Background: an optimization exercise with open tools, aiming at small area, a short achievable clock period and few clock cycles. Do not read the settings as production practice.
Function was checked by simulation only, so behaviour that the tests miss may differ from the original.
Power is estimated from default activity; no workload was simulated.

--- flow/design.v ---
`timescale 1ns/1ps
`default_nettype none
module reg_file (
    input  wire        clock,
    input  wire        reset,
    input  wire [4:0]  rd_addr_a,
    input  wire [4:0]  rd_addr_b,
    input  wire        wr_en,
    input  wire [4:0]  wr_addr,
    input  wire [31:0] wr_data,
    output logic [31:0] rd_data_a,
    output logic [31:0] rd_data_b
);
    logic [31:0] regs [1:31];
    logic [31:1] valid;
    always_ff @(posedge clock or posedge reset) begin
        if (reset) begin
            valid <= '0;
        end else if (wr_en && wr_addr != 5'd0) begin
            valid[wr_addr] <= 1'b1;
        end
    end
    always_ff @(posedge clock) begin
        if (wr_en && wr_addr != 5'd0) begin
            regs[wr_addr] <= wr_data;
        end
    end
    logic [31:0] va;
    logic [31:0] vb;
    assign va = {valid, 1'b0};
    assign vb = {valid, 1'b0};
    always_comb begin
        rd_data_a = (rd_addr_a == 5'd0) ? 32'd0 : (regs[rd_addr_a] & {32{va[rd_addr_a]}});
        rd_data_b = (rd_addr_b == 5'd0) ? 32'd0 : (regs[rd_addr_b] & {32{vb[rd_addr_b]}});
    end
endmodule
`default_nettype wire
`timescale 1ns/1ps
`default_nettype none
module mips_core #(
    parameter [31:0] RESET_PC = 32'h0000_0000
) (
    input  wire         clock,
    input  wire         reset,
    output logic [31:0] pc,
    input  wire  [31:0] inst,
    output logic        mem_read,
    output logic        mem_write,
    output logic [31:0] addr,
    output logic [31:0] din,
    input  wire  [31:0] dout
);
    logic [31:2] pc_q;
    logic [5:0]  opcode;
    logic [5:0]  funct;
    logic [4:0]  rs;
    logic [4:0]  rt;
    logic [4:0]  rd;
    logic [31:0] imm_ext;
    assign opcode  = inst[31:26];
    assign rs      = inst[25:21];
    assign rt      = inst[20:16];
    assign rd      = inst[15:11];
    assign funct   = inst[5:0];
    assign imm_ext = {{16{inst[15]}}, inst[15:0]};
    logic is_rtype, is_add, is_sub, is_and, is_or, is_slt;
    logic is_addi, is_lw, is_sw, is_beq;
    logic d_reg_write;
    logic [4:0] d_dest;
    assign is_rtype = (opcode == 6'h00);
    assign is_add   = is_rtype && (funct == 6'h20);
    assign is_sub   = is_rtype && (funct == 6'h22);
    assign is_and   = is_rtype && (funct == 6'h24);
    assign is_or    = is_rtype && (funct == 6'h25);
    assign is_slt   = is_rtype && (funct == 6'h2a);
    assign is_addi  = (opcode == 6'h08);
    assign is_lw    = (opcode == 6'h23);
    assign is_sw    = (opcode == 6'h2b);
    assign is_beq   = (opcode == 6'h04);
    assign d_dest      = is_rtype ? rd : rt;
    assign d_reg_write = (is_add || is_sub || is_and || is_or || is_slt || is_addi || is_lw)
                      && (d_dest != 5'd0);
    logic        x_reg_write;
    logic [4:0]  x_dest;
    logic        x_lw;
    logic        x_sw;
    logic        x_sub;      
    logic [1:0]  x_sel;      
    logic [31:0] x_a;
    logic [31:0] x_b;        
    logic [31:0] x_sd;       
    logic [31:0] x_result;   
    logic [31:0] rf_a;
    logic [31:0] rf_b;
    reg_file i_reg_file (
        .clock     (clock),
        .reset     (reset),
        .rd_addr_a (rs),
        .rd_addr_b (rt),
        .wr_en     (x_reg_write),
        .wr_addr   (x_dest),
        .wr_data   (x_result),
        .rd_data_a (rf_a),
        .rd_data_b (rf_b)
    );
    logic [31:0] rs_val;
    logic [31:0] rt_val;
    assign rs_val = (x_reg_write && x_dest == rs) ? x_result : rf_a;
    assign rt_val = (x_reg_write && x_dest == rt) ? x_result : rf_b;
    logic        taken;
    logic [31:2] pc_plus_4;
    logic [31:2] target;
    assign taken     = is_beq && (rs_val == rt_val);
    assign pc_plus_4 = pc_q + 30'd1;
    assign target    = pc_plus_4 + imm_ext[29:0];
    always_ff @(posedge clock or posedge reset) begin
        if (reset) begin
            pc_q <= RESET_PC[31:2];
        end else begin
            pc_q <= taken ? target : pc_plus_4;
        end
    end
    assign pc = {pc_q, 2'b00};
    logic d_sub;
    assign d_sub = is_sub || is_slt;
    always_ff @(posedge clock or posedge reset) begin
        if (reset) begin
            x_reg_write <= 1'b0;
            x_lw        <= 1'b0;
            x_sw        <= 1'b0;
        end else begin
            x_reg_write <= d_reg_write;
            x_lw        <= is_lw;
            x_sw        <= is_sw;
        end
    end
    always_ff @(posedge clock) begin
        x_dest <= d_dest;
        x_sub  <= d_sub;
        x_sel  <= is_and ? 2'd1 : is_or ? 2'd2 : is_slt ? 2'd3 : 2'd0;
        x_a    <= rs_val;
        x_b    <= (is_addi || is_lw || is_sw) ? imm_ext : (d_sub ? ~rt_val : rt_val);
        x_sd   <= rt_val;
    end
    logic [31:0] sum;
    logic        lt;
    logic [31:0] alu;
    assign sum = x_a + x_b + {31'd0, x_sub};
    assign lt  = (x_a[31] == x_b[31]) ? x_a[31] : sum[31];
    always_comb begin
        case (x_sel)
            2'd1:    alu = x_a & x_b;
            2'd2:    alu = x_a | x_b;
            2'd3:    alu = {31'd0, lt};
            default: alu = sum;
        endcase
    end
    assign x_result  = x_lw ? dout : alu;
    assign mem_read  = x_lw;
    assign mem_write = x_sw;
    assign addr      = sum;
    assign din       = x_sd;
endmodule
`default_nettype wire
--- flow/constraint.sdc ---
create_clock -name core_clock -period 7.5 [get_ports {clock}]
set_input_delay 1.5000 -clock core_clock [delete_from_list [all_inputs] [get_ports {clock}]]
set_output_delay 1.5000 -clock core_clock [all_outputs]
set_load 0.01 [all_outputs]
--- flow/run.sh ---
#!/bin/bash
# synth_recipe.tcl (not shown) runs the flow's synth.tcl, then flattens the netlist and writes it again
# the make line also repeats each setting of config.mk as NAME=value (left out here)
make -C /OpenROAD-flow-scripts/flow DESIGN_CONFIG=/design/flow/config.mk WORK_HOME=/design/flow/orfs CLKGATE_MAP_FILE= SYNTH_SCRIPT=/design/flow/synth_recipe.tcl finish
--- flow/config.mk ---
export PLATFORM = sky130hd
export DESIGN_NAME = mips_core
export DESIGN_NICKNAME = mips_core
export VERILOG_FILES = /design/flow/design.v
export SDC_FILE = /design/flow/constraint.sdc
export NUM_CORES = 4
export LEC_CHECK = 0
export CAP_MARGIN = 20
export CORE_MARGIN = 2
export CORE_UTILIZATION = 22
export PLACE_DENSITY = 0.35
export SLEW_MARGIN = 20
==> results.json <==
{
  "globalRouteTotalUtil_pct": 17.8,
  "cp.buffers_inverters": 2,
  "timing.clock.skew_ns": 0.0363,
  "layout-area-overhead-vs-synth_pct": 19.0,
  "place_area_um2": 66100,
  "fp.dieArea_um2": 273000,
  "floorplan.die.height_um": 523,
  "final_min_period_over_clock_period_pct": 88.2,
  "initial_utilization_pct": 22.1,
  "final_critical_path_required_period_ns": 6.61,
  "cp_data_required_time_ns": 8.18,
  "r2r-start": "x_a[0]",
  "timing.critical_path.mode_cell": "fa_1",
  "gp_routability_congestion": 0.807,
  "critical_path_class": "reg2reg",
  "postRouteWirelength_um": 247000,
  "antenna_found_initial": 6,
  "yosysSeqAreaShare_pct": 56.6,
  "yosys.area.top_type": "edfxtp_1",
  "ys_warn_count": 2,
  "cts_made_buffers": 137,
  "worst_skew_pair.late_latency_ns": 0.80,
  "dr.first_iter.drc_count": 3053,
  "hpwl_um": 158000,
  "hold_slack_ns": 0.497,
  "count_of_h_tree_levels_built_during_cts": 4,
  "worst_ir_drop_vdd_mv": 0.219,
  "synth_top_cells_by_count": "edfxtp_1 (992), mux4_2 (477), a21oi_1 (231)",
  "die_w_um": 523,
  "number_of_enable_flip_flop_cells_after_synthesis": 992,
  "post_cts_hold_buffer_count": 0,
  "ys_ff_latch": 1160,
  "cts_tree": "built",
  "clock_tree.root_cell": "clkbuf_16",
  "worst_setup_path_startpoint": "x_a[0]",
  "port_buffer_count": 161,
  "gate_count_of_the_mapped_netlist": 3950,
  "num_io_pins": 164,
  "yosys.cell_count.top_type": "edfxtp_1",
  "routed_via_density": 4.89,
  "yosysUniqueCellTypes": 83,
  "final_nets": 4374,
  "worst-path-max-fanout": 29,
  "post-cts-setup-buffers": 0,
  "synth.avg_cell_area_um2": 15.0,
  "hold_path.class": "reg2reg",
  "layout-drive-gt1-share_pct": 22.9,
  "fillers": 27381,
  "worst-slew-pin-transition_ns": 1.13,
  "worstSetupEndpointType": "flip-flop",
  "cp_cell_sequence": "fa_1 -> inv_1 -> fa_1 -> nor2b_1 -> o31a_1 -> o21ai_1 -> a41oi_1 -> o21a_1 -> a31oi_1 -> xnor2_1 -> a21oi_1 -> o21ai_0 -> a2111o_1 -> or4_1 -> nor3b_4 -> buf_12 -> mux2_2",
  "cts.sink_count": 1160,
  "setup-tns-final_ns": 0,
  "grt_setup_unrepaired": "false",
  "power.density_cell_area_nw_per_um2": 227,
  "drv_slew": 0,
  "startpoint_type": "flip-flop",
  "routedWlPerCell_um": 31.4,
  "netlist_top_cells_area": "edfxtp_1 (50%), mux4_2 (18%), dfxtp_1 (3.5%), mux2i_1 (3.4%), dfrtp_1 (2.7%)",
  "design_area_um2": 70400,
  "critical_path.slowest_cell": "a21oi_1",
  "wire_length_of_the_first_global_routing_pass_um": 336000,
  "timing.final.setup_violations": 0,
  "clock_tree.buffer_depth": 3,
  "static-leakage-power_nw": 23.8,
  "route.detailed.drc": 0,
  "synthArstFlopShare_pct": 5.52,
  "synth.top_cell.area_share_pct": 50.3,
  "status": "no timing/DRC/antenna violations",
  "report.power.total_mw": 16.0,
  "cp.arrival_ns": 7.29,
  "timing.final.hold_violations": 0,
  "slowest_delay_ns": 0.91,
  "globalRouteOverflowTotal": 0,
  "clk_pin_slew_ns": 0.06,
  "timing.fmax_ghz": 0.151,
  "postSynth.topFlopCell": "edfxtp_1",
  "post_synth_instance_area_um2": 59200,
  "drtAntennaViolNets": 0,
  "number_of_core_rows": 190,
  "max_cap_viol_count": 0,
  "cts_resized": 0,
  "detailroute.via_count": 38442,
  "grt_start_max_net_pins": 65,
  "hold_start": "i_reg_file.valid[16]",
  "slew_headroom_pct": 24.9,
  "timing.reg2reg.setup_slack_ns": 0.89,
  "critical_path.top_delay_family": "compound AO/OA/AOI/OAI gates",
  "coreArea_um2": 268000,
  "vias_in_the_first_global_route": 39069,
  "drt_pass1_iterations": 5
}
-- layout by cell type (no fill, tap or decap), types with 107 or more instances in the layout --
cell             instances
nand2_1                205
mux2i_1                203
xnor2_1                107
edfxtp_1               992
mux4_2                 477
nor2_1                 193
inv_1                  129
clkbuf_16              139
a21oi_1                226
buf_4                  183
clkdlybuf4s50_1        151
o21ai_0                111
-- final timing paths --
kind / end / cells past startpoint
max in group asynchronous: x_lw / 3
min in group asynchronous: pc_q[4] / 3
worst min-delay path: i_reg_file.valid[16] / 1
worst min register to register: i_reg_file.valid[16] / 1
worst max register to register: pc_q[4] / 17
worst max-delay path: pc_q[4] / 17
-- metal layers --
layer	vias to the layer above	global-route usage, %	share of wire, %
met4	4	3.77	2.0
met2	1109	30.8	50
met5	-	0	0.011
met3	240	2.37	4.2
met1	20764	23.6	44
li1	16325	-	-
-- kinds of logic (layout without fill, tap and decap cells) --
kind of cell | Yosys count | count (layout) | synth area share, %
AO/OA/AOI/OAI | 743 | 743 | 8.16
XOR/XNOR | 153 | 153 | 2.26
adder cells (fa/ha/maj) | 109 | 109 | 2.34
buffers and inverters | 393 | 747 | 3.11
flip-flops | 1160 | 1160 | 56.6
multiplexers | 723 | 723 | 22.4
other | 1 | 4 | 0.00634
AND/OR/NAND/NOR | 668 | 668 | 5.14
-- metrics by stage --
stage	std cells	utilization (%)	worst slack [ns]
after detailed placement	7612	24.7	0.196
after floorplan	3951	-	1.04
final	7859	26.3	0.887
after CTS	7857	26.3	0.817
after global placement	7611	24.7	0.153
after global routing	7858	26.3	0.702
-- registers in the layout, summed over array words and instances, names as in the netlist --
register	flops
x_sw	1
x_sel	2
x_b	32
x_a	32
pc_q	30
x_sd	32
x_dest	5
x_lw	1
i_reg_file.valid	31
x_reg_write	1
i_reg_file.regs	992
x_sub	1
-- final cells by class --
class / instances / area [um2] / area share (%)
flip-flops and latches: 1160 / 33500 / 47.5
clock inverters: 58 / 663 / 0.941
well taps: 3552 / 4440 / 6.31
repair buffers: 365 / 3460 / 4.91
inverters: 137 / 519 / 0.737
multi-input cells: 2398 / 24200 / 34.3
clock buffers: 187 / 3700 / 5.25
diodes: 2 / 5.00 / 0.00710
-- report_power, final --
part | internal [mW] | total (mW) | switching, mW
Clock | 3.82 | 6.65 | 2.83
Sequential | 7.21 | 7.27 | 0.0588
Combinational | 0.770 | 2.05 | 1.28
Total | 11.8 | 16.0 | 4.17
Testbench counts, summed over its fixed seeds: cycles 163,619.

afterwards: timing with drivers on the ports:
No port has a modelled driver above. Below, the same layout with a new extraction and two added sets of constraints. Step 1: set_driving_cell puts a clkbuf_16 on clock and a buf_2 on each other input, an assumption about the parent block. Step 2 also shifts input and output timing later by t, the mid clock arrival at the registers, as if the neighbouring blocks saw the same clock. Slacks: ideal / step 1 / step 2; pairs: ideal / step 1.
t (ns): 0.874
setup WS [ns]: 0.887 / 0.887 / 0.197
worst slew at a driven data input, ns: 0.11
cell pins on the clock port's net: 1
After both steps this run still meets setup and hold. For this run, drivers alone change the setup slack by 0.000 ns; drivers and shift together by -0.690 ns.
